From an optimization exercise on the open Yosys and OpenROAD flow, aimed at small area, a short achievable clock period and few clock cycles per item; shortcuts taken in it are not production practice.
Only simulation tests tie the RTL to the original design; equivalence was not proved.
Power is estimated from default activity; no workload was simulated.

$ cat design/flow/design.v
`default_nettype none
package pee_pkg;
	localparam int DEFAULT_STACK_DEPTH = 16;
	localparam int WORD_W = 32;
	localparam int SYM_W = 8;
	localparam logic [SYM_W-1:0] SYM_ZERO  = 8'h30;
	localparam logic [SYM_W-1:0] SYM_NINE  = 8'h39;
	localparam logic [SYM_W-1:0] SYM_PLUS  = 8'h2B;
	localparam logic [SYM_W-1:0] SYM_MINUS = 8'h2D;
	localparam logic [SYM_W-1:0] SYM_TIMES = 8'h2A;
	localparam logic [SYM_W-1:0] SYM_SLASH = 8'h2F;
endpackage
`default_nettype wire
`default_nettype none
module postfix_expression_evaluator #(
	parameter int STACK_DEPTH = pee_pkg::DEFAULT_STACK_DEPTH
) (
	input  wire logic        clk,
	input  wire logic        arst_n,
	input  wire logic        s_axis_tvalid,
	output logic             s_axis_tready,
	input  wire logic [7:0]  s_axis_tdata,    
	input  wire logic        s_axis_tlast,    
	output logic             m_axis_tvalid,
	input  wire logic        m_axis_tready,
	output logic [31:0]      m_axis_tdata,    
	output logic [1:0]       m_axis_tuser     
);
	localparam int MEM_N = STACK_DEPTH - 2;
	localparam int DEPTH_W = $clog2(STACK_DEPTH + 1);
	localparam int IDX_W = $clog2(MEM_N);
	localparam int W = pee_pkg::WORD_W;
	localparam int SYMB = 10;   
	logic h_v, s_v;
	logic [SYMB-1:0] h_q, s_q, in_dec;
	logic push, take;
	logic in_last, in_dig, in_add, in_sub, in_mul, in_div, in_oth, in_as;
	logic [3:0] in_val;
	assign in_dec = {s_axis_tlast,
		(s_axis_tdata >= pee_pkg::SYM_ZERO) && (s_axis_tdata <= pee_pkg::SYM_NINE),
		s_axis_tdata == pee_pkg::SYM_PLUS,
		s_axis_tdata == pee_pkg::SYM_MINUS,
		s_axis_tdata == pee_pkg::SYM_TIMES,
		s_axis_tdata == pee_pkg::SYM_SLASH,
		s_axis_tdata[3:0]};
	assign s_axis_tready = !s_v;
	assign push = s_axis_tvalid && !s_v;
	assign {in_last, in_dig, in_add, in_sub, in_mul, in_div, in_val} = h_q;
	assign in_oth = !(in_dig || in_add || in_sub || in_mul || in_div);
	assign in_as = in_add || in_sub;
	always_ff @(posedge clk or negedge arst_n) begin
		if (!arst_n) begin
			h_v <= 1'b0;
			s_v <= 1'b0;
		end else if (take) begin
			h_v <= s_v || push;
			s_v <= 1'b0;
		end else if (push) begin
			h_v <= 1'b1;
			s_v <= h_v;
		end
	end
	logic [SYMB-1:0] h_nx;
	assign h_nx = take ? (s_v ? s_q : in_dec) : (h_v ? h_q : in_dec);
	always_ff @(posedge clk) begin
		h_q <= h_nx;
		if (push && h_v && !take) begin
			s_q <= in_dec;
		end
	end
	logic st_clear, st_idle, st_pop2, st_mul, st_divb, st_divc, st_div1, st_div2, st_divf;
	logic [W-1:0] t_q, n_q, w_q;
	logic [W-1:0] mem [MEM_N];
	logic [DEPTH_W-1:0] d_q;
	logic [4:0] cnt_q;
	logic neg_q, cur_last_q, dz_q, ov_q, outp_q;
	logic [W-1:0] popv;
	logic pop_ones;
	logic [DEPTH_W-1:0] d_binop, d_pop;
	logic full, ge2, ge3;
	logic [IDX_W-1:0] rd_idx, wr_idx;
	assign full = (d_q == DEPTH_W'(STACK_DEPTH));
	assign ge2 = (d_q >= DEPTH_W'(2));
	assign ge3 = (d_q >= DEPTH_W'(3));
	assign rd_idx = IDX_W'(d_q - DEPTH_W'(3));
	assign wr_idx = IDX_W'(d_q - DEPTH_W'(2));
	assign popv = mem[rd_idx] | {W{pop_ones}};
	assign d_binop = ge2 ? (d_q - DEPTH_W'(1)) : DEPTH_W'(1);
	assign d_pop = (d_q != '0) ? (d_q - DEPTH_W'(1)) : '0;
	logic mul_done;
	assign mul_done = (&t_q[W-1:1]) || !(|t_q[W-1:1]);
	logic b_small, a_small, a_zero, div_fast;
	logic [4:0] mb, ma, q5;
	logic [5:0] sdiv6;
	assign b_small = (&n_q[W-1:4]) || !(|n_q[W-1:4]);
	assign a_small = (&t_q[W-1:4]) || !(|t_q[W-1:4]);
	assign a_zero = (t_q == '0);
	assign div_fast = a_zero || b_small;
	assign mb = n_q[4] ? (5'd0 - n_q[4:0]) : n_q[4:0];
	assign ma = t_q[4] ? (5'd0 - t_q[4:0]) : t_q[4:0];
	logic [9:0] sd_key;
	assign sd_key = {mb, ma};
	assign q5[0] = (sd_key == 10'd33)
		| (sd_key == 10'd66)
		| (sd_key == 10'd97)
		| (sd_key == 10'd98)
		| (sd_key == 10'd99)
		| (sd_key == 10'd131)
		| (sd_key == 10'd132)
		| (sd_key == 10'd161)
		| (sd_key == 10'd163)
		| (sd_key == 10'd164)
		| (sd_key == 10'd165)
		| (sd_key == 10'd194)
		| (sd_key == 10'd196)
		| (sd_key == 10'd197)
		| (sd_key == 10'd198)
		| (sd_key == 10'd225)
		| (sd_key == 10'd226)
		| (sd_key == 10'd228)
		| (sd_key == 10'd229)
		| (sd_key == 10'd230)
		| (sd_key == 10'd231)
		| (sd_key == 10'd261)
		| (sd_key == 10'd262)
		| (sd_key == 10'd263)
		| (sd_key == 10'd264)
		| (sd_key == 10'd289)
		| (sd_key == 10'd291)
		| (sd_key == 10'd293)
		| (sd_key == 10'd294)
		| (sd_key == 10'd295)
		| (sd_key == 10'd296)
		| (sd_key == 10'd297)
		| (sd_key == 10'd322)
		| (sd_key == 10'd323)
		| (sd_key == 10'd326)
		| (sd_key == 10'd327)
		| (sd_key == 10'd328)
		| (sd_key == 10'd329)
		| (sd_key == 10'd330)
		| (sd_key == 10'd353)
		| (sd_key == 10'd354)
		| (sd_key == 10'd355)
		| (sd_key == 10'd358)
		| (sd_key == 10'd359)
		| (sd_key == 10'd360)
		| (sd_key == 10'd361)
		| (sd_key == 10'd362)
		| (sd_key == 10'd363)
		| (sd_key == 10'd388)
		| (sd_key == 10'd391)
		| (sd_key == 10'd392)
		| (sd_key == 10'd393)
		| (sd_key == 10'd394)
		| (sd_key == 10'd395)
		| (sd_key == 10'd396)
		| (sd_key == 10'd417)
		| (sd_key == 10'd420)
		| (sd_key == 10'd423)
		| (sd_key == 10'd424)
		| (sd_key == 10'd425)
		| (sd_key == 10'd426)
		| (sd_key == 10'd427)
		| (sd_key == 10'd428)
		| (sd_key == 10'd429)
		| (sd_key == 10'd450)
		| (sd_key == 10'd452)
		| (sd_key == 10'd456)
		| (sd_key == 10'd457)
		| (sd_key == 10'd458)
		| (sd_key == 10'd459)
		| (sd_key == 10'd460)
		| (sd_key == 10'd461)
		| (sd_key == 10'd462)
		| (sd_key == 10'd481)
		| (sd_key == 10'd482)
		| (sd_key == 10'd483)
		| (sd_key == 10'd484)
		| (sd_key == 10'd485)
		| (sd_key == 10'd488)
		| (sd_key == 10'd489)
		| (sd_key == 10'd490)
		| (sd_key == 10'd491)
		| (sd_key == 10'd492)
		| (sd_key == 10'd493)
		| (sd_key == 10'd494)
		| (sd_key == 10'd495)
		| (sd_key == 10'd515)
		| (sd_key == 10'd517)
		| (sd_key == 10'd521)
		| (sd_key == 10'd522)
		| (sd_key == 10'd523)
		| (sd_key == 10'd524)
		| (sd_key == 10'd525)
		| (sd_key == 10'd526)
		| (sd_key == 10'd527)
		| (sd_key == 10'd528);
	assign q5[1] = (sd_key == 10'd65)
		| (sd_key == 10'd97)
		| (sd_key == 10'd130)
		| (sd_key == 10'd162)
		| (sd_key == 10'd193)
		| (sd_key == 10'd194)
		| (sd_key == 10'd195)
		| (sd_key == 10'd225)
		| (sd_key == 10'd226)
		| (sd_key == 10'd227)
		| (sd_key == 10'd259)
		| (sd_key == 10'd260)
		| (sd_key == 10'd291)
		| (sd_key == 10'd292)
		| (sd_key == 10'd321)
		| (sd_key == 10'd323)
		| (sd_key == 10'd324)
		| (sd_key == 10'd325)
		| (sd_key == 10'd353)
		| (sd_key == 10'd355)
		| (sd_key == 10'd356)
		| (sd_key == 10'd357)
		| (sd_key == 10'd386)
		| (sd_key == 10'd388)
		| (sd_key == 10'd389)
		| (sd_key == 10'd390)
		| (sd_key == 10'd418)
		| (sd_key == 10'd420)
		| (sd_key == 10'd421)
		| (sd_key == 10'd422)
		| (sd_key == 10'd449)
		| (sd_key == 10'd450)
		| (sd_key == 10'd452)
		| (sd_key == 10'd453)
		| (sd_key == 10'd454)
		| (sd_key == 10'd455)
		| (sd_key == 10'd481)
		| (sd_key == 10'd482)
		| (sd_key == 10'd484)
		| (sd_key == 10'd485)
		| (sd_key == 10'd486)
		| (sd_key == 10'd487)
		| (sd_key == 10'd517)
		| (sd_key == 10'd518)
		| (sd_key == 10'd519)
		| (sd_key == 10'd520);
	assign q5[2] = (sd_key == 10'd129)
		| (sd_key == 10'd161)
		| (sd_key == 10'd193)
		| (sd_key == 10'd225)
		| (sd_key == 10'd258)
		| (sd_key == 10'd290)
		| (sd_key == 10'd322)
		| (sd_key == 10'd354)
		| (sd_key == 10'd385)
		| (sd_key == 10'd386)
		| (sd_key == 10'd387)
		| (sd_key == 10'd417)
		| (sd_key == 10'd418)
		| (sd_key == 10'd419)
		| (sd_key == 10'd449)
		| (sd_key == 10'd450)
		| (sd_key == 10'd451)
		| (sd_key == 10'd481)
		| (sd_key == 10'd482)
		| (sd_key == 10'd483)
		| (sd_key == 10'd515)
		| (sd_key == 10'd516);
	assign q5[3] = (sd_key == 10'd257)
		| (sd_key == 10'd289)
		| (sd_key == 10'd321)
		| (sd_key == 10'd353)
		| (sd_key == 10'd385)
		| (sd_key == 10'd417)
		| (sd_key == 10'd449)
		| (sd_key == 10'd481)
		| (sd_key == 10'd514);
	assign q5[4] = (sd_key == 10'd513);
	assign sdiv6 = !a_small ? 6'd0 : (n_q[W-1] ^ t_q[W-1]) ? (6'd0 - {1'b0, q5}) : {1'b0, q5};
	logic xs_n, xs_w, ys_t, ys_n, ys_n2, inv;
	logic [W-1:0] x_op, y_op, sum;
	logic cout;
	assign x_op = ({W{xs_n}} & n_q) | ({W{xs_w}} & w_q);
	assign y_op = ({W{ys_t}} & t_q) | ({W{ys_n}} & n_q) | ({W{ys_n2}} & {n_q[W-2:0], 1'b0});
	logic [W-1:0] y_x, pg_p, pg_g;
	logic [W:0] kg [0:6];
	logic [W:0] kp [0:6];
	assign y_x = y_op ^ {W{inv}};
	assign pg_p = x_op ^ y_x;
	assign pg_g = x_op & y_x;
	always_comb begin
		kg[0] = {pg_g, inv};
		kp[0] = {pg_p, 1'b0};
		for (int l = 0; l < 6; l++) begin
			for (int i = 0; i <= W; i++) begin
				if (i >= (1 << l)) begin
					kg[l+1][i] = kg[l][i] | (kp[l][i] & kg[l][i - (1 << l)]);
					kp[l+1][i] = kp[l][i] & kp[l][i - (1 << l)];
				end else begin
					kg[l+1][i] = kg[l][i];
					kp[l+1][i] = kp[l][i];
				end
			end
		end
	end
	assign sum = pg_p ^ kg[6][W-1:0];
	assign cout = kg[6][W];
	logic pend, go, taken, p_dig, g_dig, g_push, g_bin, g_mstep, g_dslow, g_oth;
	logic m_fin, m_step, d_ok, en, fin, last_now, clr;
	assign pend = st_idle && outp_q;
	assign go = st_idle && h_v && !outp_q;
	assign taken = outp_q && m_axis_tready;
	assign p_dig = pend && h_v && in_dig;
	assign take = go || (p_dig && m_axis_tready);
	assign g_dig = go && in_dig;
	assign g_push = g_dig && !full;
	assign g_mstep = go && in_mul && !mul_done;
	assign g_dslow = go && in_div && !div_fast;
	assign g_oth = go && in_oth;
	assign g_bin = go && (in_as || (in_mul && mul_done) || (in_div && div_fast));
	assign m_fin = st_mul && mul_done;
	assign m_step = st_mul && !mul_done;
	assign d_ok = !n_q[W-1] && cout;
	assign clr = st_clear || (pend && !p_dig);
	assign en = !pend || m_axis_tready;
	assign fin = p_dig || g_dig || g_bin || st_pop2 || m_fin || st_divf;
	assign last_now = st_idle ? in_last : cur_last_q;
	logic ts_sum, ts_n, ts_sh, ts_q, ts_sm, ts_hold;
	logic ns_t, ns_pop, ns_l2, ns_l1, ns_r1, ns_hold;
	logic w_en;
	logic [5:0] s6;
	assign ts_sum = (go && (in_as || (in_mul && mul_done))) || m_fin || st_divb || st_divf;
	assign ts_n = g_oth || st_pop2;
	assign ts_sh = g_mstep || m_step;
	assign ts_q = st_div2;
	assign ts_sm = clr || p_dig || g_push || (go && in_div && div_fast) || st_divc;
	assign ts_hold = !(ts_sum || ts_n || ts_sh || ts_q || ts_sm);
	assign s6 = clr ? 6'h3F : (st_idle && in_dig) ? {2'b00, in_val} : (st_idle && in_div) ? sdiv6 : 6'd0;
	assign ns_t = g_push || st_divc;
	assign ns_pop = clr || p_dig || g_bin || g_oth || st_pop2 || m_fin || st_divf;
		assign ns_l2 = g_mstep || m_step;
	assign ns_l1 = st_div1 && !n_q[W-1];
	assign ns_r1 = st_div2;
	assign ns_hold = !(ns_t || ns_pop || ns_l2 || ns_l1 || ns_r1);
	assign pop_ones = !ge3 || clr || p_dig;
	assign w_en = g_mstep || m_step || g_dslow || st_div2;
	logic nst_idle, nst_pop2, nst_mul, nst_divb, nst_divc, nst_div1, nst_div2, nst_divf;
	assign nst_idle = st_clear || (st_idle && !(g_mstep || g_dslow || g_oth)) || st_pop2 || m_fin || st_divf;
	assign nst_pop2 = g_oth;
	assign nst_mul = g_mstep || m_step;
	assign nst_divb = g_dslow;
	assign nst_divc = st_divb;
	assign nst_div1 = st_divc || (st_div1 && d_ok);
	assign nst_div2 = (st_div1 && !d_ok) || (st_div2 && (cnt_q != 5'd0));
	assign nst_divf = st_div2 && (cnt_q == 5'd0);
	logic [W-1:0] t_oth, t_nx, n_nx;
	assign t_oth = ({W{ts_n}} & n_q)
		| ({W{ts_sh}} & {{2{t_q[W-1]}}, t_q[W-1:2]})
		| ({W{ts_q}} & {t_q[W-2:0], cout})
		| ({W{ts_sm && en}} & {{(W-6){s6[5]}}, s6})
		| ({W{ts_hold || !en}} & t_q);
	assign t_nx = ts_sum ? sum : t_oth;
	assign n_nx = ({W{ns_t}} & t_q)
		| ({W{ns_pop && en}} & popv)
		| ({W{ns_l2}} & {n_q[W-3:0], 2'b00})
		| ({W{ns_l1}} & {n_q[W-2:0], 1'b0})
		| ({W{ns_r1}} & {1'b0, n_q[W-1:1]})
		| ({W{ns_hold || !en}} & n_q);
	logic nh_add, nh_sub, nh_mul, nh_div, nh_as;
	assign {nh_add, nh_sub, nh_mul, nh_div} = h_nx[7:4];
	assign nh_as = nh_add || nh_sub;
	always_ff @(posedge clk) begin
		xs_n <= nst_idle && nh_as;
		xs_w <= nst_mul || nst_div1 || nst_div2;
		ys_t <= (nst_idle && nh_as) || nst_divb || nst_divf;
		ys_n <= (nst_idle && ((nh_mul && t_nx[0]) || nh_div)) || (nst_mul && (t_q[2] ^ t_q[1])) || nst_div2;
		ys_n2 <= (nst_idle && nh_mul && t_nx[1] && !t_nx[0])
			|| (nst_mul && ((t_q[3] && !t_q[2] && !t_q[1]) || (!t_q[3] && t_q[2] && t_q[1])))
			|| nst_div1;
		inv <= (nst_idle && (nh_sub || (nh_mul && t_nx[1]) || (nh_div && n_nx[W-1])))
			|| (nst_mul && t_q[3] && !(t_q[2] && t_q[1]))
			|| (nst_divb && t_q[W-1]) || nst_div1 || (nst_div2 && (st_div1 || cout)) || (nst_divf && neg_q);
	end
	logic [DEPTH_W-1:0] d_d;
	always_comb begin
		d_d = d_q;
		if (clr) begin
			d_d = '0;
		end else if (p_dig) begin
			d_d = DEPTH_W'(1);
		end else if (g_push) begin
			d_d = d_q + DEPTH_W'(1);
		end else if (g_bin || m_fin || st_divf) begin
			d_d = d_binop;
		end else if (g_oth || st_pop2) begin
			d_d = d_pop;
		end
	end
	always_ff @(posedge clk or negedge arst_n) begin
		if (!arst_n) begin
			st_clear <= 1'b1;
			st_idle <= 1'b0;
			st_pop2 <= 1'b0;
			st_mul <= 1'b0;
			st_divb <= 1'b0;
			st_divc <= 1'b0;
			st_div1 <= 1'b0;
			st_div2 <= 1'b0;
			st_divf <= 1'b0;
			d_q <= '0;
			dz_q <= 1'b0;
			ov_q <= 1'b0;
			outp_q <= 1'b0;
		end else begin
			st_clear <= 1'b0;
			st_idle <= nst_idle;
			st_pop2 <= nst_pop2;
			st_mul <= nst_mul;
			st_divb <= nst_divb;
			st_divc <= nst_divc;
			st_div1 <= nst_div1;
			st_div2 <= nst_div2;
			st_divf <= nst_divf;
			if (en) begin
				d_q <= d_d;
			end
			if (st_clear || taken) begin
				dz_q <= 1'b0;
				ov_q <= 1'b0;
			end else begin
				dz_q <= dz_q || (go && in_div && a_zero);
				ov_q <= ov_q || (g_dig && full);
			end
			if (fin && last_now && en) begin
				outp_q <= 1'b1;
			end else if (m_axis_tready) begin
				outp_q <= 1'b0;
			end
		end
	end
	always_ff @(posedge clk) begin
		t_q <= t_nx;
		n_q <= n_nx;
		if (w_en) begin
			w_q <= sum;
		end
		if (st_divc) begin
			cnt_q <= '0;
		end else if (st_div1 && !n_q[W-1]) begin
			cnt_q <= cnt_q + 5'd1;
		end else if (st_div2) begin
			cnt_q <= cnt_q - 5'd1;
		end
		if (g_dslow) begin
			neg_q <= t_q[W-1] ^ n_q[W-1];
		end
		if (take) begin
			cur_last_q <= in_last;
		end
		if (g_push && ge2) begin
			mem[wr_idx] <= n_q;
		end
	end
	assign m_axis_tvalid = outp_q;
	assign m_axis_tdata = t_q;
	assign m_axis_tuser = {ov_q, dz_q};
endmodule
`default_nettype wire
$ cat design/flow/flow/run.sh
#!/bin/bash
set -euo pipefail
bash standard.sh SETUP_SLACK_MARGIN=6 finish > standard_flow.log 2>&1
$ cat design/flow/config.mk
export PLATFORM = sky130hd
export DESIGN_NAME = postfix_expression_evaluator
export DESIGN_NICKNAME = postfix_expression_evaluator
export VERILOG_FILES = /design/flow/design.v
export SDC_FILE = /design/flow/constraint.sdc
export NUM_CORES = 4
export LEC_CHECK = 0
export ABC_CLOCK_PERIOD_IN_PS = 3000
export CAP_MARGIN = 35
export CORE_MARGIN = 2
export CORE_UTILIZATION = 55
export CTS_BUF_LIST = sky130_fd_sc_hd__clkbuf_8
export SLEW_MARGIN = 35
$ cat design/flow/standard.sh
#!/bin/bash
# synth_recipe.tcl (not shown) runs the flow's synth.tcl, then flattens the netlist and writes it again
# the make line also repeats each setting of config.mk as NAME=value (left out here)
make -C /OpenROAD-flow-scripts/flow DESIGN_CONFIG=/design/flow/config.mk WORK_HOME=/design/flow/orfs CLKGATE_MAP_FILE= SYNTH_SCRIPT=/design/flow/synth_recipe.tcl "${@:-finish}"
$ cat design/flow/constraint.sdc
create_clock -name core_clock -period 10.0 [get_ports {clk}]
set_input_delay 2.0000 -clock core_clock [delete_from_list [all_inputs] [get_ports {clk}]]
set_output_delay 2.0000 -clock core_clock [all_outputs]
set_load 0.01 [all_outputs]
==> results.json, run 1 <==
{
  "netlist_area_mm2": 0.02829,
  "io_buffer_count": 48,
  "coreArea_mm2": 0.05109,
  "setup.worst_path.end_class": "output pin",
  "ctsHoldBuffers": 0,
  "synth-simple-area-share_pct": 8.311,
  "synth_adder_area_share_pct": 2.327,
  "hold_end": "st_divc",
  "synth_top_family_by_area": "compound AO/OA/AOI/OAI gates",
  "crit_type": "register to output pin",
  "crit_family": "buffers and inverters",
  "vdd_ir_drop_max_v": 0.0001822,
  "holdWs_ns": 0.4019,
  "leakagePower_nw": 10.68,
  "ys_ff_latch": 596,
  "place_hpwl_um": 45730,
  "worstSetupStartpointType": "register",
  "yosys.cell_types.count": 92,
  "fin_crit_sh_pct": 39.75,
  "initialDrtViolationCount": 2680,
  "crit_required_ns": 8.00,
  "hold_viol": 0,
  "ys.flop_type": "edfxtp_1",
  "synth_warnings": 3,
  "numCtsBuffers": 97,
  "gp_congestion": 0.8940,
  "dpl.cell_count": 2643,
  "grt_max_degree": 63,
  "status": "timing/DRC/antenna clean",
  "max_stage_delay_ns": 0.64,
  "instances_no_fill": 2847,
  "grt_antenna_before_repair": 2,
  "rsz0062_at_grt": "no",
  "slew_violations": 0,
  "synth_edf_count": 498,
  "crit_buf_inv": 1,
  "synth_mux_area_share_pct": 11.59,
  "postSynthCellCount": 2020,
  "first_global_vias": 19360,
  "pre_cts_ws_ns": 5.067,
  "ff2ff_setup_slack_ns": 6.13,
  "h-tree-depth": 3,
  "max_freq_mhz": 251.6,
  "grt_usage_pct": 30.11,
  "holdPathStages": 0,
  "tns_ns": 0,
  "worst_slew_pin_slew_ns": 0.9657,
  "r2r-end": "ys_n2",
  "synth_xor_xnor_area_share_pct": 2.574,
  "dr_total_vias": 19290,
  "async_flop_share_pct": 3.188,
  "die_y_um": 230.8,
  "cp.arrival_ns": 1.98,
  "path_clk_slew_ns": 0.07,
  "grt_pass1_wl_um": 120000,
  "total_power_mw": 12.14,
  "fin_nets": 2164,
  "firstDrtPassIters": 10,
  "synth_compound_area_share_pct": 12.21,
  "viasPerCell": 6.776,
  "wl_um": 79860,
  "powerDensity_mw_per_mm2": 379.6,
  "grt-ovfl-total": 0,
  "drive_above_1_share_pct": 21.88,
  "pin_count": 49,
  "syn_area_per_cell_um2": 14.00,
  "cap_violations": 0,
  "cts_root_buffer": "clkbuf_8",
  "clock_path_buffers": 3,
  "cts_tree": "done",
  "rr_startpoint": "ys_n",
  "drcViolationCount": 0,
  "synth_fp_nets": 2085,
  "layout_setup_ws_ns": 6.025,
  "areaGrowthSynthToFinish_pct": 13.01,
  "hp-class": "register to register",
  "fp.dieW_um": 230.8,
  "setup_viol_count_final": 0,
  "hold_start": "st_divb",
  "fp-row-count": 83,
  "path_cells": "clkdlybuf4s50_1",
  "wire_per_inst_um": 28.05,
  "finClkSkew_ns": 0.03626,
  "slew-limit-headroom_pct": 35.42,
  "clock-sinks": 596,
  "synth_seq_area_share_pct": 60.14,
  "crit_slowest_cell": "clkdlybuf4s50_1",
  "design.die.area_mm2": 0.05326,
  "crit_fanout": 8,
  "ant_nets": 0,
  "initial_core_util_pct": 55.36,
  "final_common_cell": "edfxtp_1",
  "clk_latency_ns": 0.71,
  "rr_worst_depth": 14,
  "final_cell_mix": "edfxtp_1 (498), nand2_1 (159), mux4_2 (127)",
  "min_period_ns": 3.975
}
-- flip-flops by register name (all words and copies together), names as in the netlist, 5 cells and up --
| register | count |
|---|---|
| mem | 448 |
| n_q | 32 |
| t_q | 32 |
| w_q | 32 |
| h_q | 10 |
| s_q | 10 |
| cnt_q | 5 |
| d_q | 5 |
-- power by group --
group          total, mW  internal, mW  switching (mW)  leakage, nW
clock               1.90         0.950           0.952        0.971
combinational       6.42          2.65            3.77         4.41
sequential          3.81          3.34           0.465         5.30
total               12.1          6.94            5.19         10.7
-- area by class of cell --
type	instances	area (µm²)
Antenna cell	1	2.502
Tap cell	680	850.8
Timing Repair Buffer	139	1266
Sequential cell	596	17080
Clock buffer	97	1335
Multi-Input combinational cell	1228	10940
Inverter	37	150.1
Clock inverter	69	350.3
Fill cell	3920	19130
-- cell usage after synthesis, types with 34 or more instances --
cell type	instances	area [µm²]
a222oi_1	92	920.9
xnor2_1	66	578.1
clkbuf_1	121	454.2
nand2_1	159	596.8
inv_1	35	131.4
edfxtp_1	498	14950
a22o_1	36	315.3
a31oi_1	34	212.7
mux4_2	127	2860
ha_1	51	638.1
dfxtp_1	79	1582
a21oi_1	61	305.3
nor2_1	90	337.8
o21ai_0	74	370.4
nand4_1	62	387.9
-- layer usage --
layer  global-route usage [%]  up-vias  wire, µm
li1                         -     8347         -
met1                    42.49     9851     32900
met2                    47.45      931     37950
met3                    4.928      161      6577
met4                    11.33        0      2426
met5                        0        -         0
-- worst max-delay path by stage --
stage	from	end	slack (ns)	depth (start not counted)
detailed placement	t_q[0]	t_q[31]	5.07	12
global route	ys_t	t_q[29]	5.93	14
CTS	t_q[1]	inv	6.00	16
global placement	t_q[0]	t_q[30]	5.08	12
floorplan	d_q[0]	mem[5][0]	5.63	10
finish	t_q[22]	m_axis_tdata[22]	6.02	1
-- metrics by stage --
| stage | util (%) | cell area (µm²) |
|---|---|---|
| floorplan | - | 28300 |
| global placement | 57.84 | 29550 |
| detailed placement | 57.87 | 29570 |
| CTS | 61.63 | 31490 |
| global route | 62.56 | 31960 |
| finish | 62.56 | 31970 |
-- timing repair --
item,in CTS,in global routing
buffers inserted,9,25
resized for setup,53,46
endpoints found under the setup margin,72,72
hold endpoints to repair,0,0
pin swaps,5,10
gates cloned,1,2
-- cells by family after synthesis --
| group | count (synthesis) |
|---|---|
| adders and majority gates | 52 |
| AOI/OAI and AO/OA | 457 |
| buffers and inverters | 197 |
| muxes | 165 |
| DFF | 596 |
| and+or+nand+nor | 471 |
| xor gates and xnor gates | 81 |
| other | 1 |
Testbench counts, summed over its fixed seeds: cycles 20,462, items 1,920.
==> run 2, diff against run 1 <==
--- a/design/flow/design.v
+++ b/design/flow/design.v
@@ -69,5 +69,5 @@
 		end
 	end
-	logic st_clear, st_idle, st_pop2, st_mul, st_divb, st_divc, st_div1, st_div2, st_divf;
+	logic st_clear, st_idle, st_pop2, st_mul, st_divb, st_div1, st_div2, st_divf;
 	logic [W-1:0] t_q, n_q, w_q;
 	logic [W-1:0] mem [MEM_N];
@@ -85,5 +85,10 @@
 	assign rd_idx = IDX_W'(d_q - DEPTH_W'(3));
 	assign wr_idx = IDX_W'(d_q - DEPTH_W'(2));
-	assign popv = mem[rd_idx] | {W{pop_ones}};
+	always_comb begin
+		popv = {W{pop_ones}};
+		for (int i = 0; i < MEM_N; i++) begin
+			popv = popv | ({W{rd_idx == IDX_W'(i)}} & mem[i]);
+		end
+	end
 	assign d_binop = ge2 ? (d_q - DEPTH_W'(1)) : DEPTH_W'(1);
 	assign d_pop = (d_q != '0) ? (d_q - DEPTH_W'(1)) : '0;
@@ -328,12 +333,12 @@
 	logic w_en;
 	logic [5:0] s6;
-	assign ts_sum = (go && (in_as || (in_mul && mul_done))) || m_fin || st_divb || st_divf;
+	assign ts_sum = (go && (in_as || (in_mul && mul_done))) || g_dslow || m_fin || st_divf;
 	assign ts_n = g_oth || st_pop2;
 	assign ts_sh = g_mstep || m_step;
 	assign ts_q = st_div2;
-	assign ts_sm = clr || p_dig || g_push || (go && in_div && div_fast) || st_divc;
+	assign ts_sm = clr || p_dig || g_push || (go && in_div && div_fast) || st_divb;
 	assign ts_hold = !(ts_sum || ts_n || ts_sh || ts_q || ts_sm);
 	assign s6 = clr ? 6'h3F : (st_idle && in_dig) ? {2'b00, in_val} : (st_idle && in_div) ? sdiv6 : 6'd0;
-	assign ns_t = g_push || st_divc;
+	assign ns_t = g_push || st_divb;
 	assign ns_pop = clr || p_dig || g_bin || g_oth || st_pop2 || m_fin || st_divf;
 		assign ns_l2 = g_mstep || m_step;
@@ -342,12 +347,11 @@
 	assign ns_hold = !(ns_t || ns_pop || ns_l2 || ns_l1 || ns_r1);
 	assign pop_ones = !ge3 || clr || p_dig;
-	assign w_en = g_mstep || m_step || g_dslow || st_div2;
-	logic nst_idle, nst_pop2, nst_mul, nst_divb, nst_divc, nst_div1, nst_div2, nst_divf;
+	assign w_en = g_mstep || m_step || st_divb || st_div2;
+	logic nst_idle, nst_pop2, nst_mul, nst_divb, nst_div1, nst_div2, nst_divf;
 	assign nst_idle = st_clear || (st_idle && !(g_mstep || g_dslow || g_oth)) || st_pop2 || m_fin || st_divf;
 	assign nst_pop2 = g_oth;
 	assign nst_mul = g_mstep || m_step;
 	assign nst_divb = g_dslow;
-	assign nst_divc = st_divb;
-	assign nst_div1 = st_divc || (st_div1 && d_ok);
+	assign nst_div1 = st_divb || (st_div1 && d_ok);
 	assign nst_div2 = (st_div1 && !d_ok) || (st_div2 && (cnt_q != 5'd0));
 	assign nst_divf = st_div2 && (cnt_q == 5'd0);
@@ -371,12 +375,12 @@
 		xs_n <= nst_idle && nh_as;
 		xs_w <= nst_mul || nst_div1 || nst_div2;
-		ys_t <= (nst_idle && nh_as) || nst_divb || nst_divf;
-		ys_n <= (nst_idle && ((nh_mul && t_nx[0]) || nh_div)) || (nst_mul && (t_q[2] ^ t_q[1])) || nst_div2;
+		ys_t <= (nst_idle && (nh_as || nh_div)) || nst_divf;
+		ys_n <= (nst_idle && nh_mul && t_nx[0]) || (nst_mul && (t_q[2] ^ t_q[1])) || nst_divb || nst_div2;
 		ys_n2 <= (nst_idle && nh_mul && t_nx[1] && !t_nx[0])
 			|| (nst_mul && ((t_q[3] && !t_q[2] && !t_q[1]) || (!t_q[3] && t_q[2] && t_q[1])))
 			|| nst_div1;
-		inv <= (nst_idle && (nh_sub || (nh_mul && t_nx[1]) || (nh_div && n_nx[W-1])))
+		inv <= (nst_idle && (nh_sub || (nh_mul && t_nx[1]) || (nh_div && t_nx[W-1])))
 			|| (nst_mul && t_q[3] && !(t_q[2] && t_q[1]))
-			|| (nst_divb && t_q[W-1]) || nst_div1 || (nst_div2 && (st_div1 || cout)) || (nst_divf && neg_q);
+			|| (nst_divb && n_q[W-1]) || nst_div1 || (nst_div2 && (st_div1 || cout)) || (nst_divf && neg_q);
 	end
 	logic [DEPTH_W-1:0] d_d;
@@ -402,5 +406,4 @@
 			st_mul <= 1'b0;
 			st_divb <= 1'b0;
-			st_divc <= 1'b0;
 			st_div1 <= 1'b0;
 			st_div2 <= 1'b0;
@@ -416,5 +419,4 @@
 			st_mul <= nst_mul;
 			st_divb <= nst_divb;
-			st_divc <= nst_divc;
 			st_div1 <= nst_div1;
 			st_div2 <= nst_div2;
@@ -443,5 +445,5 @@
 			w_q <= sum;
 		end
-		if (st_divc) begin
+		if (st_divb) begin
 			cnt_q <= '0;
 		end else if (st_div1 && !n_q[W-1]) begin
==> run 2 against run 1 <==
Clock skew fell by 0.016 ns; worst setup slack improved by 0.0090 ns; sequential cell count decreased by 1; power is 44% lower; clock power grew 4%; sequential share of layout area increased by 2.4 points; synthesized area is 3.2% lower; still clean; non-clock buffer count decreased by 27; first-iteration DRC count decreased by 2.9%; cell area decreased by 4.7%; worst hold slack improved by 0.058 ns; core utilization shrank 0.43 points; largest power group is now registers.
==> results.json, run 2 <==
{
  "cp.arrival_ns": 1.97,
  "finalCoreUtilization_pct": 62.13,
  "path_clk_slew_ns": 0.06,
  "ys_ff_latch": 595,
  "slew-limit-headroom_pct": 40.18,
  "critical_path.startpoint": "t_q[3]",
  "rsz0062_at_grt": "yes",
  "viasPerCell": 6.832,
  "postSynthCellCount": 2215,
  "slew_violations": 0,
  "crit_required_ns": 8.00,
  "crit_buf_inv": 1,
  "drive_above_1_share_pct": 11.87,
  "design.die.area_mm2": 0.05161,
  "dr_total_vias": 20310,
  "die_y_um": 227.2,
  "clock_path_buffers": 3,
  "synth_warnings": 3,
  "tns_ns": 0,
  "numCtsBuffers": 96,
  "path_cells": "clkdlybuf4s50_1",
  "powerDensity_mw_per_mm2": 224.9,
  "pre_cts_ws_ns": 5.255,
  "crit_slowest_cell": "dfxtp_2",
  "leakagePower_nw": 10.50,
  "yosys.cell_types.count": 99,
  "fp.dieW_um": 227.2,
  "synth_edf_count": 498,
  "setup.worst_path.end_class": "output pin",
  "h-tree-depth": 3,
  "worst_slew_pin_slew_ns": 0.8961,
  "final_common_cell": "edfxtp_1",
  "async_flop_share_pct": 3.025,
  "crit_type": "register to output pin",
  "hold_viol": 0,
  "hp-class": "register to register",
  "wire_per_inst_um": 28.19,
  "dpl_cell_area_mm2": 0.02853,
  "firstDrtPassIters": 10,
  "fin_nets": 2298,
  "regMostFlops": "mem",
  "hold_start": "h_q[9]",
  "netlist_area_mm2": 0.02739,
  "cts_root_buffer": "clkbuf_8",
  "coreArea_mm2": 0.04905,
  "grt_max_degree": 72,
  "io_buffer_count": 48,
  "crit_fanout": 21,
  "grt_usage_pct": 32.54,
  "first_global_vias": 19560,
  "min_period_ns": 3.966,
  "gp_congestion": 0.9129,
  "layout_setup_ws_ns": 6.034,
  "max_stage_delay_ns": 0.65,
  "synthTopCellsByArea": "edfxtp_1 (55%), dfxtp_1 (5.8%), a222oi_1 (4.5%)",
  "grt_pass1_wl_um": 123400,
  "areaGrowthSynthToFinish_pct": 11.25,
  "crit_family": "flip-flops",
  "fin_crit_sh_pct": 39.66,
  "setup_viol_count_final": 0,
  "rr_startpoint": "n_q[4]",
  "ant_nets": 0,
  "total_power_mw": 6.855,
  "synth_top_area_cell": "edfxtp_1",
  "largest_reg_flops": 448,
  "wl_um": 83810,
  "pin_count": 49,
  "cap_violations": 0,
  "final_cell_mix": "edfxtp_1 (498), nand2_1 (215), nor2_1 (131)",
  "synth_top_area_share_pct": 54.59,
  "worstSetupStartpointType": "register",
  "initial_core_util_pct": 55.85,
  "synth_seq_area_share_pct": 62.01,
  "final_cell_area_mm2": 0.03048,
  "grt_antenna_before_repair": 0,
  "grt-ovfl-total": 0,
  "syn_area_per_cell_um2": 12.37,
  "antenna_cells": 0,
  "fp-row-count": 81,
  "place_hpwl_um": 47920,
  "vdd_ir_drop_max_v": 0.0001551,
  "cts_tree": "done",
  "synth_fp_nets": 2279,
  "status": "timing/DRC/antenna clean",
  "clk_latency_ns": 0.68,
  "yosysMostFrequentCell": "edfxtp_1",
  "max_freq_mhz": 252.1,
  "synthTopCellsByCount": "edfxtp_1 (498), nand2_1 (215), nor2_1 (145)",
  "finClkSkew_ns": 0.01999,
  "drcViolationCount": 0,
  "clock-sinks": 595,
  "initialDrtViolationCount": 2601,
  "ys.flop_type": "edfxtp_1"
}
[run 2: path summary, 6_finish.rpt]
kind | endpoint | slack [ns] | depth (start not counted)
hold reg to reg | cur_last_q | 0.46 | 0
setup / recovery | m_axis_tdata[3] | 6.03 | 1
min in group asynchronous | dz_q | 1.26 | 1
max in group asynchronous | st_div2 | 8.39 | 1
hold / removal | cur_last_q | 0.46 | 0
setup reg to reg | inv | 6.09 | 13
[run 2: timing repair]
| action | in CTS | in global routing |
|---|---|---|
| pin swaps | 0 | 2 |
| gates resized for setup | 18 | 18 |
| setup buffers | 0 | 2 |
| endpoints found under the setup margin | 35 | 35 |
| hold buffers | 0 | 0 |
[run 2: cell families after synthesis]
kind of cell	after synthesis	synth area share [%]
fa+ha+maj	51	2.357
xor+xnor	77	2.517
flops	595	62.01
compound gates	624	18.08
other cells	1	0.01369
simple gates	635	11.19
mux	10	0.4156
buf+inv	222	3.407
[run 2: routing by layer]
layer | part of all wire (%) | GRT usage [%] | wire [µm] | vias to the layer above
met1 | 42 | 45.11 | 34850 | 10160
met2 | 47 | 51.75 | 38980 | 1077
met3 | 9.2 | 6.363 | 7724 | 157
met5 | 0 | 0 | 0 | -
li1 | - | - | - | 8920
met4 | 2.7 | 10.88 | 2246 | 0
[run 2: cell type report]
| class | count | area, µm² |
|---|---|---|
| Clock buffer | 105 | 1445 |
| Fill cell | 3936 | 18580 |
| Timing Repair Buffer | 112 | 967.2 |
| Clock inverter | 68 | 347.8 |
| Inverter | 31 | 116.4 |
| Multi-Input combinational cell | 1398 | 9753 |
| Sequential cell | 595 | 17020 |
| Tap cell | 664 | 830.8 |
[run 2: power by group]
group | leakage (nW) | switching [mW] | internal (mW)
combinational | 4.06 | 1.12 | 0.497
sequential | 5.39 | 0.308 | 2.96
clock | 1.05 | 0.956 | 1.02
total | 10.5 | 2.39 | 4.47
[run 2: per-stage QoR]
| step | hold WS [ns] | instances |
|---|---|---|
| 6_report | 0.4596 | 2973 |
| 5_1_grt | 0.4815 | 2973 |
| 4_1_cts | 0.4672 | 2971 |
| 3_5_place_dp | 0.4530 | 2798 |
| 3_3_place_gp | 0.4449 | 2797 |
| 2_1_floorplan | 0.4261 | 2215 |
Testbench counts of run 2, summed over its fixed seeds: cycles 20,352, items 1,920.
==> run 3, diff against run 2 <==
--- a/design/flow/config.mk
+++ b/design/flow/config.mk
@@ -11,3 +11,5 @@
 export CORE_UTILIZATION = 55
 export CTS_BUF_LIST = sky130_fd_sc_hd__clkbuf_8
+export CTS_CLUSTER_DIAMETER = 50
+export CTS_CLUSTER_SIZE = 16
 export SLEW_MARGIN = 35
==> run 3 against run 2 <==
Die area did not move; synthesized area did not move; clock power fell by 24%; still clean; via count fell by 1.7%; worst setup slack improved by 0.023 ns.
==> results.json, run 3 <==
{
  "status": "timing/DRC/antenna clean",
  "crit_buf_inv": 1,
  "grt_antenna_before_repair": 1,
  "setup_viol_count_final": 0,
  "fp.dieW_um": 227.2,
  "final_cell_area_mm2": 0.02977,
  "p_int_mw": 4.066,
  "clk_latency_ns": 0.69,
  "synth_edf_count": 498,
  "crit_type": "register to output pin",
  "slew-limit-headroom_pct": 40.78,
  "hold_viol": 0,
  "fin_nets": 2254,
  "clock-sinks": 595,
  "ant_nets": 0,
  "io_buffer_count": 48,
  "yosysMostFrequentCell": "edfxtp_1",
  "fin_crit_sh_pct": 39.43,
  "gp_congestion": 0.9129,
  "regMostFlops": "mem",
  "finClkSkew_ns": 0.02524,
  "path_cells": "clkdlybuf4s50_1",
  "design.die.area_mm2": 0.05161,
  "slew_violations": 0,
  "instances_no_fill": 2890,
  "worst_slew_pin_slew_ns": 0.8870,
  "p_comb_share_pct": 25.3,
  "powerDensity_mw_per_mm2": 213.8,
  "p_switching_mw": 2.300,
  "grt_pass1_wl_um": 122500,
  "dr_total_vias": 19960,
  "netlist_area_mm2": 0.02739,
  "crit_slowest_cell": "dfxtp_1",
  "drive_above_1_share_pct": 10.47,
  "wire_per_inst_um": 28.71,
  "layout_setup_ws_ns": 6.057,
  "final_cell_mix": "edfxtp_1 (498), nand2_1 (215), nor2_1 (132)",
  "grt-ovfl-total": 0,
  "seq_area_mm2": 0.01702,
  "ys.flop_type": "edfxtp_1",
  "vdd_ir_drop_max_v": 0.0001519,
  "cts_root_buffer": "clkbuf_8",
  "synthTopCellsByArea": "edfxtp_1 (55%), dfxtp_1 (5.8%), a222oi_1 (4.5%)",
  "fill_cells": 3940,
  "grt_max_degree": 72,
  "initial_core_util_pct": 55.85,
  "cts_tree": "done",
  "viasPerCell": 6.906,
  "coreArea_mm2": 0.04905,
  "synth_warnings": 3,
  "ys_ff_latch": 595,
  "grt_usage_pct": 32.12,
  "pin_count": 49,
  "firstDrtPassIters": 9,
  "initialDrtViolationCount": 2851,
  "max_freq_mhz": 253.6,
  "holdWs_ns": 0.4688,
  "syn_area_per_cell_um2": 12.37,
  "fp-row-count": 81,
  "die_y_um": 227.2,
  "dpl_cell_area_mm2": 0.02853,
  "async_flop_share_pct": 3.025,
  "power_frac_clock_pct": 23.5,
  "path_clk_slew_ns": 0.09,
  "multi_input_area_mm2": 0.009744,
  "areaGrowthSynthToFinish_pct": 8.687,
  "clock_path_buffers": 3,
  "total_power_mw": 6.366,
  "min_period_ns": 3.943,
  "dpl.cell_count": 2798,
  "wl_um": 82960,
  "synth_top_area_cell": "edfxtp_1",
  "synthTopCellsByCount": "edfxtp_1 (498), nand2_1 (215), nor2_1 (145)",
  "rsz0062_at_grt": "yes",
  "crit_fanout": 8,
  "postSynthCellCount": 2215,
  "cp.arrival_ns": 1.94,
  "final_common_cell": "edfxtp_1",
  "largest_reg_flops": 448,
  "place_hpwl_um": 47920,
  "hp-class": "register to register",
  "yosys.cell_types.count": 99,
  "synth_fp_nets": 2279,
  "worstSetupStartpointType": "register",
  "drcViolationCount": 0,
  "finalCoreUtilization_pct": 60.70,
  "leakagePower_nw": 10.02,
  "switching_share_pct": 36.13,
  "synth_seq_area_share_pct": 62.01,
  "numCtsBuffers": 53,
  "max_stage_delay_ns": 0.63,
  "cap_violations": 0,
  "setup.worst_path.end_class": "output pin",
  "tns_ns": 0,
  "pre_cts_ws_ns": 5.255,
  "first_global_vias": 19190,
  "seq_power_share_pct": 51.2,
  "synth_top_area_share_pct": 54.59,
  "crit_required_ns": 8.00,
  "crit_family": "flip-flops",
  "h-tree-depth": 2,
  "ctsHoldBuffers": 0
}
-- run 3: cell counts after synthesis --
Identical to the previous run, type by type.
-- run 3: cells by family after synthesis --
group	Yosys count	synth area share, %
compound gates	624	18.08
xor+xnor	77	2.517
fa+ha+maj	51	2.357
buf+inv	222	3.407
flops	595	62.01
mux	10	0.4156
other cells	1	0.01369
simple gates	635	11.19
-- run 3: area by class of cell --
type	instances	area share, %
sequential	595	57.17
multi-input combinational	1398	32.73
timing repair buffer	111	3.223
inverter	31	0.3908
clock buffer	56	2.589
clock inverter	34	1.101
tap	664	2.790
antenna	1	0.008405
-- run 3: power groups by stage --
stage                     registers (mW)  logic [mW]  clock network, mW
after floorplan                     3.14        1.00                  0
after global placement              3.29        1.54                  0
after detailed placement            3.30        1.55                  0
after CTS                           3.24        1.56               1.52
after global routing                3.28        1.71               1.60
final                               3.26        1.61               1.50
-- run 3: routing by layer --
layer  track usage [%]  part of all wire, %  vias up
li1                  -                    -     8797
met1             45.80                   43    10020
met2             51.82                   47     1003
met3             4.814                  8.1      142
met4             8.497                  2.4        0
met5                 0                    0        -
-- run 3: path summary, 6_finish.rpt --
| check | startpoint | to | slack (ns) | cells past startpoint |
|---|---|---|---|---|
| max reg2reg | ys_n | inv | 6.09 | 14 |
| max | t_q[30] | m_axis_tdata[30] | 6.06 | 1 |
| min reg2reg | h_q[9] | cur_last_q | 0.47 | 0 |
| max in group asynchronous | arst_n | st_div2 | 8.39 | 1 |
| min in group asynchronous | arst_n | h_v | 1.26 | 1 |
| min | h_q[9] | cur_last_q | 0.47 | 0 |
-- run 3: timing repair --
action	in CTS	in global routing
setup endpoints to repair	37	36
resized for setup	18	19
gates cloned	0	0
pin swaps	0	2
buffers inserted	0	1
==> run 4, diff against run 3 <==
--- a/design/flow/config.mk
+++ b/design/flow/config.mk
@@ -14,2 +14,3 @@
 export CTS_CLUSTER_SIZE = 16
 export SLEW_MARGIN = 35
+export TNS_END_PERCENT = 10
==> run 4 against run 3 <==
Critical path depth unchanged; register-to-register slack about the same; highest routed layer unchanged; die area unchanged.
==> results.json, run 4 <==
{
  "power_frac_clock_pct": 24.2,
  "wl_met3_um": 7574,
  "rr_worst_depth": 14,
  "critical_path.startpoint": "t_q[31]",
  "wire_per_inst_um": 28.61,
  "postSynthCellCount": 2215,
  "crit_fanout": 8,
  "ff2ff_setup_slack_ns": 6.10,
  "worstSetupStartpointType": "register",
  "top_layer": "met4",
  "io_buffer_count": 48,
  "ys_ff_latch": 595,
  "syn_area_per_cell_um2": 12.37,
  "cts_root_buffer": "clkbuf_8",
  "netlist_area_mm2": 0.02739,
  "die_y_um": 227.2,
  "max_freq_mhz": 249.2,
  "final_common_cell": "edfxtp_1",
  "status": "timing/DRC/antenna clean",
  "rsz0062_at_grt": "yes",
  "path_cells": "clkdlybuf4s50_1",
  "cp.arrival_ns": 2.01,
  "grt_antenna_before_repair": 0,
  "vdd_ir_drop_max_v": 0.0001742,
  "hold_viol": 0,
  "synthTopCellsByCount": "edfxtp_1 (498), nand2_1 (215), nor2_1 (145)",
  "final_cell_mix": "edfxtp_1 (498), nand2_1 (214), nor2_1 (132)",
  "h-tree-depth": 2,
  "p_comb_share_pct": 24.4,
  "wl_um": 82670,
  "design.die.area_mm2": 0.05161,
  "synth_edf_count": 498,
  "p_switching_mw": 2.293,
  "yosysMostFrequentCell": "edfxtp_1",
  "clock_path_buffers": 3,
  "slew-limit-headroom_pct": 40.58,
  "fin_nets": 2257,
  "antenna_cells": 0,
  "leakagePower_nw": 10.04,
  "ant_nets": 0,
  "drcViolationCount": 0,
  "seq_power_share_pct": 51.3,
  "cts_tree": "done",
  "dr_total_vias": 20120,
  "viasPerCell": 6.965,
  "grt-ovfl-total": 0,
  "initial_core_util_pct": 55.85,
  "min_period_ns": 4.012,
  "areaGrowthSynthToFinish_pct": 9.181,
  "grt_usage_pct": 32.05,
  "synth_seq_area_share_pct": 62.01,
  "synth_top_area_share_pct": 54.59,
  "synth_warnings": 3,
  "crit_buf_inv": 1,
  "crit_slowest_cell": "dfxtp_1",
  "holdPathStages": 0,
  "hold_start": "h_q[9]",
  "synth_fp_nets": 2279,
  "r2r-end": "inv",
  "powerDensity_mw_per_mm2": 214.9,
  "place_hpwl_um": 47860,
  "route.met2.wl_um": 38990,
  "synth_top_area_cell": "edfxtp_1",
  "ys.flop_type": "edfxtp_1",
  "setup_viol_count_final": 0,
  "worst_slew_pin_slew_ns": 0.8901,
  "pin_count": 49,
  "clock-sinks": 595,
  "grt_max_degree": 72,
  "setup.worst_path.end_class": "output pin",
  "crit_family": "flip-flops",
  "tns_ns": 0,
  "path_clk_slew_ns": 0.09,
  "p_int_mw": 4.134,
  "hp-class": "register to register",
  "hold_end": "cur_last_q",
  "cap_violations": 0,
  "synthTopCellsByArea": "edfxtp_1 (55%), dfxtp_1 (5.8%), a222oi_1 (4.5%)",
  "gp_congestion": 0.9068,
  "max_stage_delay_ns": 0.67,
  "coreArea_mm2": 0.04905,
  "rr_startpoint": "ys_n",
  "fin_crit_sh_pct": 40.12,
  "grt_pass1_wl_um": 123200,
  "crit_required_ns": 8.00,
  "fp-row-count": 81,
  "final_cell_area_mm2": 0.02991,
  "m1WireLength_um": 34200,
  "dpl_cell_area_mm2": 0.02848,
  "numCtsBuffers": 53,
  "async_flop_share_pct": 3.025,
  "first_global_vias": 19570,
  "crit_type": "register to output pin",
  "regMostFlops": "mem",
  "finClkSkew_ns": 0.02982,
  "switching_share_pct": 35.68,
  "drive_above_1_share_pct": 11.24,
  "slew_violations": 0,
  "fp.dieW_um": 227.2,
  "firstDrtPassIters": 10,
  "clk_latency_ns": 0.71,
  "initialDrtViolationCount": 2631,
  "largest_reg_flops": 448,
  "yosys.cell_types.count": 99
}
==> run 4: cell counts after synthesis <==
Identical to the previous run, type by type.
==> run 4: layout make-up <==
type                       count  area [µm²]
clock buffer                  55       757.0
sequential                   595       17030
fill                        3917       19140
multi-input combinational   1398        9821
tap                          664       830.8
inverter                      31       116.4
timing repair buffer         114       982.2
clock inverter                32       375.4
==> run 4: worst max path at each step <==
stage                       endpoint  slack [ns]  cells after the start
finish              m_axis_tdata[31]        5.99                      1
global route                     inv        5.93                     16
CTS                              inv        5.96                     14
detailed placement           t_q[17]        5.21                      9
global placement             t_q[11]        5.27                      9
floorplan                 mem[12][0]        5.89                      7
==> run 4: power by group through the flow <==
stage / clock (mW) / sequential, mW / combinational, mW
6_report: 1.56 / 3.30 / 1.57
4_1_cts: 1.57 / 3.28 / 1.49
5_1_grt: 1.66 / 3.32 / 1.69
2_1_floorplan: 0 / 3.14 / 1.00
3_5_place_dp: 0 / 3.33 / 1.49
3_3_place_gp: 0 / 3.32 / 1.48
==> run 4: timing repair <==
| item | CTS | global route |
|---|---|---|
| setup endpoints to repair | 49 | 42 |
| pin swaps | 0 | 11 |
| hold buffers | 0 | 0 |
| resized for setup | 18 | 39 |
| buffers inserted | 0 | 9 |
| endpoints found under the hold margin | 0 | 0 |
==> run 4: cell families after synthesis <==
group / after synthesis / synth area share, %
multiplexers: 10 / 0.4156
AO/OA/AOI/OAI: 624 / 18.08
buffers and inverters: 222 / 3.407
flip-flops: 595 / 62.01
XOR/XNOR: 77 / 2.517
adder cells (fa/ha/maj): 51 / 2.357
AND/OR/NAND/NOR: 635 / 11.19
other: 1 / 0.01369
==> run 4: per-stage QoR <==
step / worst slack, ns / total power [mW] / std cells / utilization, % / hold WS (ns)
after detailed placement: 5.211 / 4.820 / 2793 / 58.05 / 0.4470
final: 5.988 / 6.428 / 2889 / 60.97 / 0.4774
after CTS: 5.955 / 6.344 / 2880 / 60.45 / 0.4686
after global routing: 5.933 / 6.672 / 2889 / 60.97 / 0.4797
after floorplan: 5.887 / 4.141 / 2215 / - / 0.4261
after global placement: 5.273 / 4.794 / 2793 / 58.04 / 0.4518
==> run 4: per-layer routing <==
layer	global-route usage (%)	vias up
met5	0	-
li1	-	8794
met1	44.88	10080
met3	5.459	132
met4	8.834	0
met2	51.99	1120
==> run 4: worst reg2reg max path: cells and delay by family, from the launching register on <==
family | cells | cell delay, ns
AOI/OAI and AO/OA | 9 | 2.18
xor gates and xnor gates | 1 | 0.12
adders and majority gates | 1 | 0.37
buffers and inverters | 1 | 0.26
DFF | 1 | 0.31
and+or+nand+nor | 2 | 0.60
==> run 5, diff against run 4 <==
==> design/flow/flow/run.sh (replaced) <==
#!/bin/bash
set -euo pipefail
bash standard.sh SETUP_SLACK_MARGIN=5.5 finish > standard_flow.log 2>&1
--- a/design/flow/config.mk
+++ b/design/flow/config.mk
@@ -14,3 +14,2 @@
 export CTS_CLUSTER_SIZE = 16
 export SLEW_MARGIN = 35
-export TNS_END_PERCENT = 10
==> run 5 against run 4 <==
Sequential power about the same; via count decreased by 0.99%; largest cell class unchanged; power decreased by 2.5%; critical endpoint is now inv; clock-buffer cell count decreased by 2; maximum frequency decreased by 5.8%; cell area decreased by 1.2%; worst setup slack got worse by 0.25 ns; highest routed layer is now met5; core utilization decreased by 0.74 points; sequential cell count unchanged; cell count decreased by 0.42%; sequential share of layout area increased by 0.66 points.
==> results.json, run 5 <==
{
  "synth_edf_count": 498,
  "final_common_cell": "edfxtp_1",
  "ant_nets": 0,
  "fin_nets": 2247,
  "setup_viol_count_final": 0,
  "fill_cells": 3983,
  "firstDrtPassIters": 11,
  "r2r-end": "inv",
  "grt_pass1_wl_um": 120800,
  "path_clk_slew_ns": 0.09,
  "dr_total_vias": 19920,
  "rsz0062_at_grt": "yes",
  "synth_warnings": 3,
  "tns_ns": 0,
  "grt_max_degree": 72,
  "rr_startpoint": "n_q[2]",
  "synth_seq_area_share_pct": 62.01,
  "status": "timing/DRC/antenna clean",
  "grt_usage_pct": 31.48,
  "synth_fp_nets": 2279,
  "design.die.area_mm2": 0.05161,
  "ff2ff_setup_slack_ns": 5.74,
  "ctsHoldBuffers": 0,
  "leakagePower_nw": 9.930,
  "ys_ff_latch": 595,
  "final_cell_mix": "edfxtp_1 (498), nand2_1 (215), nor2_1 (132)",
  "holdWs_ns": 0.4753,
  "cap_violations": 0,
  "yosysMostFrequentCell": "edfxtp_1",
  "cts_root_buffer": "clkbuf_8",
  "netlist_area_mm2": 0.02739,
  "crit_type": "register to register",
  "seq_area_mm2": 0.01701,
  "syn_area_per_cell_um2": 12.37,
  "cts_tree": "done",
  "first_global_vias": 19210,
  "hold_end": "cur_last_q",
  "slew_violations": 0,
  "crit_required_ns": 10.63,
  "io_buffer_count": 48,
  "cp.arrival_ns": 4.88,
  "clock-sinks": 595,
  "initialDrtViolationCount": 2684,
  "viasPerCell": 6.924,
  "hp-class": "register to register",
  "initial_core_util_pct": 55.85,
  "clock_path_buffers": 3,
  "place_hpwl_um": 47070,
  "hold_viol": 0,
  "finalCoreUtilization_pct": 60.23,
  "dpl_cell_area_mm2": 0.02847,
  "powerDensity_mw_per_mm2": 212.2,
  "synthTopCellsByCount": "edfxtp_1 (498), nand2_1 (215), nor2_1 (145)",
  "synth_top_area_share_pct": 54.59,
  "setup.worst_path.end_class": "register",
  "ys.flop_type": "edfxtp_1",
  "slew-limit-headroom_pct": 32.67,
  "pin_count": 49,
  "drive_above_1_share_pct": 9.268,
  "async_flop_share_pct": 3.025,
  "hold_start": "h_q[9]",
  "cts_setup_buffers": 0,
  "fin_crit_sh_pct": 42.58,
  "drcViolationCount": 0,
  "h-tree-depth": 2,
  "areaGrowthSynthToFinish_pct": 7.847,
  "crit_fanout": 29,
  "fp.dieW_um": 227.2,
  "rr_worst_depth": 13,
  "grt-ovfl-total": 0,
  "worstSetupStartpointType": "register",
  "wl_um": 81080,
  "max_freq_mhz": 234.9,
  "vdd_ir_drop_max_v": 0.0001434,
  "multi_input_area_mm2": 0.009623,
  "synthTopCellsByArea": "edfxtp_1 (55%), dfxtp_1 (5.8%), a222oi_1 (4.5%)",
  "worst_slew_pin_slew_ns": 1.001,
  "largest_reg_flops": 448,
  "gp_congestion": 0.8949,
  "coreArea_mm2": 0.04905,
  "regMostFlops": "mem",
  "finClkSkew_ns": 0.03533,
  "min_period_ns": 4.258,
  "grt_antenna_before_repair": 2,
  "die_y_um": 227.2,
  "fp-row-count": 81,
  "numCtsBuffers": 52,
  "final_cell_area_mm2": 0.02954,
  "wire_per_inst_um": 28.18,
  "dpl.cell_count": 2793,
  "synth_top_area_cell": "edfxtp_1",
  "postSynthCellCount": 2215,
  "yosys.cell_types.count": 99,
  "clk_latency_ns": 0.70,
  "holdPathStages": 0,
  "instances_no_fill": 2877
}
## run 5: cell counts after synthesis
No cell type changed its count.
## run 5: critical path: stages, from the launching register on
cell      delay [ns]
dfxtp_2         0.74
a222oi_1        0.25
xnor2_1         0.18
ha_1            0.39
a21o_1          0.21
a211o_1         0.30
o22ai_2         0.27
a21oi_1         0.17
o221ai_1        0.42
o22ai_1         0.24
and4_1          0.25
or3_1           0.36
a41oi_1         0.26
a211o_1         0.17
## run 5: how the worst max path moves through the flow
stage,from,end,slack (ns)
floorplan,d_q[0],mem[13][0],5.88
global placement,m_axis_tready,t_q[10],5.28
detailed placement,m_axis_tready,t_q[8],5.18
CTS,n_q[1],xs_w,5.57
global route,t_q[1],inv,5.49
finish,n_q[2],inv,5.74
## run 5: layout make-up
type	instances	share of cell area (%)
clock buffer	53	2.469
clock inverter	30	1.101
multi-input combinational	1398	32.57
tap	664	2.812
antenna	1	0.008470
sequential	595	57.59
timing repair buffer	105	3.058
inverter	31	0.3939
## run 5: timing repair
| item | in CTS | in global routing |
|---|---|---|
| endpoints found under the setup margin | 21 | 6 |
| gates cloned | 0 | 0 |
| resized for setup | 1 | 3 |
| hold endpoints to repair | 0 | 0 |
## run 5: kinds of logic after synthesis
logic type	after synthesis	synth area share, %
AO/OA/AOI/OAI	624	18.08
XOR/XNOR	77	2.517
adder cells (fa/ha/maj)	51	2.357
buffers and inverters	222	3.407
flip-flops	595	62.01
multiplexers	10	0.4156
other	1	0.01369
AND/OR/NAND/NOR	635	11.19
## run 5: per-layer routing
layer | track usage, % | wire length, µm | vias to the layer above
li1 | - | - | 8764
met1 | 44.85 | 34340 | 10000
met2 | 50.42 | 37870 | 1010
met3 | 4.827 | 6967 | 141
met4 | 9.045 | 1900 | 2
met5 | 0 | 8 | -
## run 5: report_power, final
part,internal (mW),switching (mW),total [mW]
Sequential,2.95,0.341,3.29
Combinational,0.475,1.04,1.52
Clock,0.601,0.860,1.46
## run 5: metrics by stage
step / power, mW / setup slack, ns
after detailed placement: 4.819 / 5.177
after global routing: 6.509 / 5.489
after global placement: 4.785 / 5.280
final: 6.270 / 5.742
after floorplan: 4.140 / 5.878
after CTS: 6.251 / 5.570
==> run 6, diff against run 5 <==
==> design/flow/flow/run.sh (replaced) <==
#!/bin/bash
set -euo pipefail
bash standard.sh SETUP_SLACK_MARGIN=6.4 finish > standard_flow.log 2>&1
==> run 6 against run 5 <==
Critical path type is now register to output pin; power is 5.0% higher; clock skew up 0.016 ns; sequential share of layout area decreased by 2.4 points; critical path depth fell by 10; sequential cell count unchanged; cell area is 5.2% higher; global-route usage is 1.1 points higher; cell count grew 2.9%.
==> results.json, run 6 <==
{
  "rr_worst_depth": 14,
  "path_clk_slew_ns": 0.08,
  "antenna_cells": 0,
  "layout_setup_ws_ns": 6.434,
  "cp.arrival_ns": 1.57,
  "initial_core_util_pct": 55.85,
  "netlist_area_mm2": 0.02739,
  "grt_usage_pct": 32.58,
  "setup_viol_count_final": 0,
  "fp-row-count": 81,
  "wire_per_inst_um": 28.86,
  "die_y_um": 227.2,
  "ctsHoldBuffers": 0,
  "fin_nets": 2328,
  "p_switching_mw": 2.337,
  "total_power_mw": 6.585,
  "drcViolationCount": 0,
  "crit_slowest_cell": "dfxtp_1",
  "clock_path_buffers": 3,
  "max_freq_mhz": 280.4,
  "yosys.cell_types.count": 99,
  "h-tree-depth": 2,
  "slew_violations": 0,
  "clock-sinks": 595,
  "grt_antenna_before_repair": 1,
  "grt-ovfl-total": 0,
  "yosysMostFrequentCell": "edfxtp_1",
  "p_int_mw": 4.248,
  "tns_ns": 0,
  "synth_fp_nets": 2279,
  "instances_no_fill": 2959,
  "dpl_cell_area_mm2": 0.02854,
  "synth_top_area_share_pct": 54.59,
  "final_common_cell": "edfxtp_1",
  "hold_viol": 0,
  "crit_buf_inv": 3,
  "setup.worst_path.end_class": "output pin",
  "postSynthCellCount": 2215,
  "r2r-end": "inv",
  "largest_reg_flops": 448,
  "gp_congestion": 0.8988,
  "initialDrtViolationCount": 2727,
  "ff2ff_setup_slack_ns": 6.45,
  "wl_um": 85400,
  "coreArea_mm2": 0.04905,
  "fp.dieW_um": 227.2,
  "ant_nets": 0,
  "status": "timing/DRC/antenna clean",
  "cts_tree": "done",
  "powerDensity_mw_per_mm2": 211.8,
  "worst_slew_pin_slew_ns": 0.8966,
  "synthTopCellsByArea": "edfxtp_1 (55%), dfxtp_1 (5.8%), a222oi_1 (4.5%)",
  "clk_latency_ns": 0.71,
  "rsz0062_at_grt": "yes",
  "pin_count": 49,
  "cp_num_cells": 3,
  "critical_path.startpoint": "t_q[1]",
  "min_period_ns": 3.566,
  "crit_fanout": 11,
  "grt_max_degree": 72,
  "final_cell_area_mm2": 0.03109,
  "place_hpwl_um": 46350,
  "crit_required_ns": 8.00,
  "cap_violations": 0,
  "vdd_ir_drop_max_v": 0.0001622,
  "final_cell_mix": "edfxtp_1 (498), nand2_1 (213), a222oi_1 (124)",
  "first_global_vias": 19460,
  "async_flop_share_pct": 3.025,
  "crit_family": "buffers and inverters",
  "p_comb_share_pct": 27.5,
  "path_cells": "buf_8, buf_4, dlygate4sd2_1",
  "synth_seq_area_share_pct": 62.01,
  "design.die.area_mm2": 0.05161,
  "max_stage_delay_ns": 0.35,
  "hp-class": "register to register",
  "pre_cts_ws_ns": 5.528,
  "dr_total_vias": 20580,
  "synth_top_area_cell": "edfxtp_1",
  "synth_edf_count": 498,
  "fin_crit_sh_pct": 35.66,
  "firstDrtPassIters": 10,
  "worstSetupEndpoint": "m_axis_tdata[1]",
  "crit_type": "register to output pin",
  "areaGrowthSynthToFinish_pct": 13.48,
  "cts_root_buffer": "clkbuf_8",
  "io_buffer_count": 48,
  "syn_area_per_cell_um2": 12.37,
  "seq_power_share_pct": 48.9,
  "power_frac_clock_pct": 23.7,
  "dpl.cell_count": 2800,
  "viasPerCell": 6.954,
  "leakagePower_nw": 10.59,
  "numCtsBuffers": 54,
  "worstSetupStartpointType": "register",
  "synth_warnings": 3,
  "synthTopCellsByCount": "edfxtp_1 (498), nand2_1 (215), nor2_1 (145)",
  "ys_ff_latch": 595,
  "rr_startpoint": "n_q[2]",
  "finClkSkew_ns": 0.05106,
  "ys.flop_type": "edfxtp_1",
  "grt_pass1_wl_um": 124600,
  "regMostFlops": "mem",
  "drive_above_1_share_pct": 17.69,
  "switching_share_pct": 35.49,
  "slew-limit-headroom_pct": 40.23
}
==> run 6: timing repair <==
action	in CTS	in global routing
hold endpoints to repair	0	0
resized for setup	160	114
gates cloned	0	3
endpoints found under the setup margin	115	102
pin swaps	12	57
setup buffers	20	49
==> run 6: worst min-delay path by stage <==
| stage | depth (start not counted) | startpoint | end |
|---|---|---|---|
| after floorplan | 0 | h_q[9] | cur_last_q |
| after global placement | 0 | h_q[9] | cur_last_q |
| after detailed placement | 0 | h_q[9] | cur_last_q |
| after CTS | 0 | h_q[9] | cur_last_q |
| after global routing | 0 | h_q[9] | cur_last_q |
| final | 0 | h_q[9] | cur_last_q |
==> run 6: kinds of logic after synthesis <==
kind of cell	after synthesis	share of synthesized area, %
AO/OA/AOI/OAI	624	18.08
XOR/XNOR	77	2.517
adder cells (fa/ha/maj)	51	2.357
buffers and inverters	222	3.407
flip-flops	595	62.01
multiplexers	10	0.4156
other	1	0.01369
AND/OR/NAND/NOR	635	11.19
==> run 6: layout make-up <==
type / count / area (µm²)
fill: 3897 / 17970
clock inverter: 30 / 360.3
tap: 664 / 830.8
clock buffer: 57 / 784.5
timing repair buffer: 184 / 1629
multi-input combinational: 1398 / 10210
inverter: 31 / 116.4
sequential: 595 / 17160
==> run 6: per-layer routing <==
metal / routed length, µm / track usage (%) / vias up / share of wire, %
met5: 14 / 0 / - / 0.016
met4: 2484 / 9.720 / 2 / 2.9
met3: 7944 / 5.176 / 181 / 9.3
met2: 40180 / 53.00 / 1172 / 47
met1: 34770 / 45.41 / 10280 / 41
li1: - / - / 8939 / -
==> run 6: power groups by stage <==
stage,clock [mW],combinational (mW),sequential (mW)
6_report,1.56,1.81,3.22
5_1_grt,1.66,1.93,3.24
4_1_cts,1.57,1.61,3.22
3_5_place_dp,0,1.56,3.27
3_3_place_gp,0,1.54,3.26
2_1_floorplan,0,1.01,3.14
==> run 6: stage by stage <==
step                      hold slack, ns  util (%)
after floorplan                   0.4261         -
after global placement            0.4474     58.18
after detailed placement          0.4502     58.18
after CTS                         0.4693     61.54
after global routing              0.4760     63.37
final                             0.4635     63.37

static timing again, ports no longer ideal:
The flow's constraints put no driver on any port. The routed layouts listed below were extracted and timed again, unchanged, in two steps.
Step 1, drivers: a clkbuf_16 drives clk and a buf_2 each remaining input, both assumed.
Step 2 also shifts input and output timing later by t, the mid clock arrival at the registers, as if the neighbouring blocks saw the same clock.
Slacks: ideal ports / drivers / drivers and shift; pairs: ideal ports / drivers.
run | t, ns | setup slack, ns | hold slack, ns | cell pins on the clock port's net
run 1 | 0.750 | 6.025 / 5.969 / 5.494 | 0.402 / 0.402 / 0.402 | 1
run 2 | 0.724 | 6.034 / 5.980 / 5.560 | 0.460 / 0.460 / 0.460 | 1
run 3 | 0.740 | 6.057 / 5.995 / 5.544 | 0.469 / 0.469 / 0.469 | 1
run 4 | 0.756 | 5.988 / 5.927 / 5.521 | 0.477 / 0.477 / 0.477 | 1
run 5 | 0.738 | 5.742 / 5.742 / 5.452 | 0.475 / 0.475 / 0.475 | 1
run 6 | 0.736 | 6.434 / 6.381 / 5.780 | 0.463 / 0.463 / 0.463 | 1
After both steps every run listed still meets setup and hold. For run 6, which loses most, drivers alone change the setup slack by -0.053 ns; drivers and shift together by -0.654 ns.
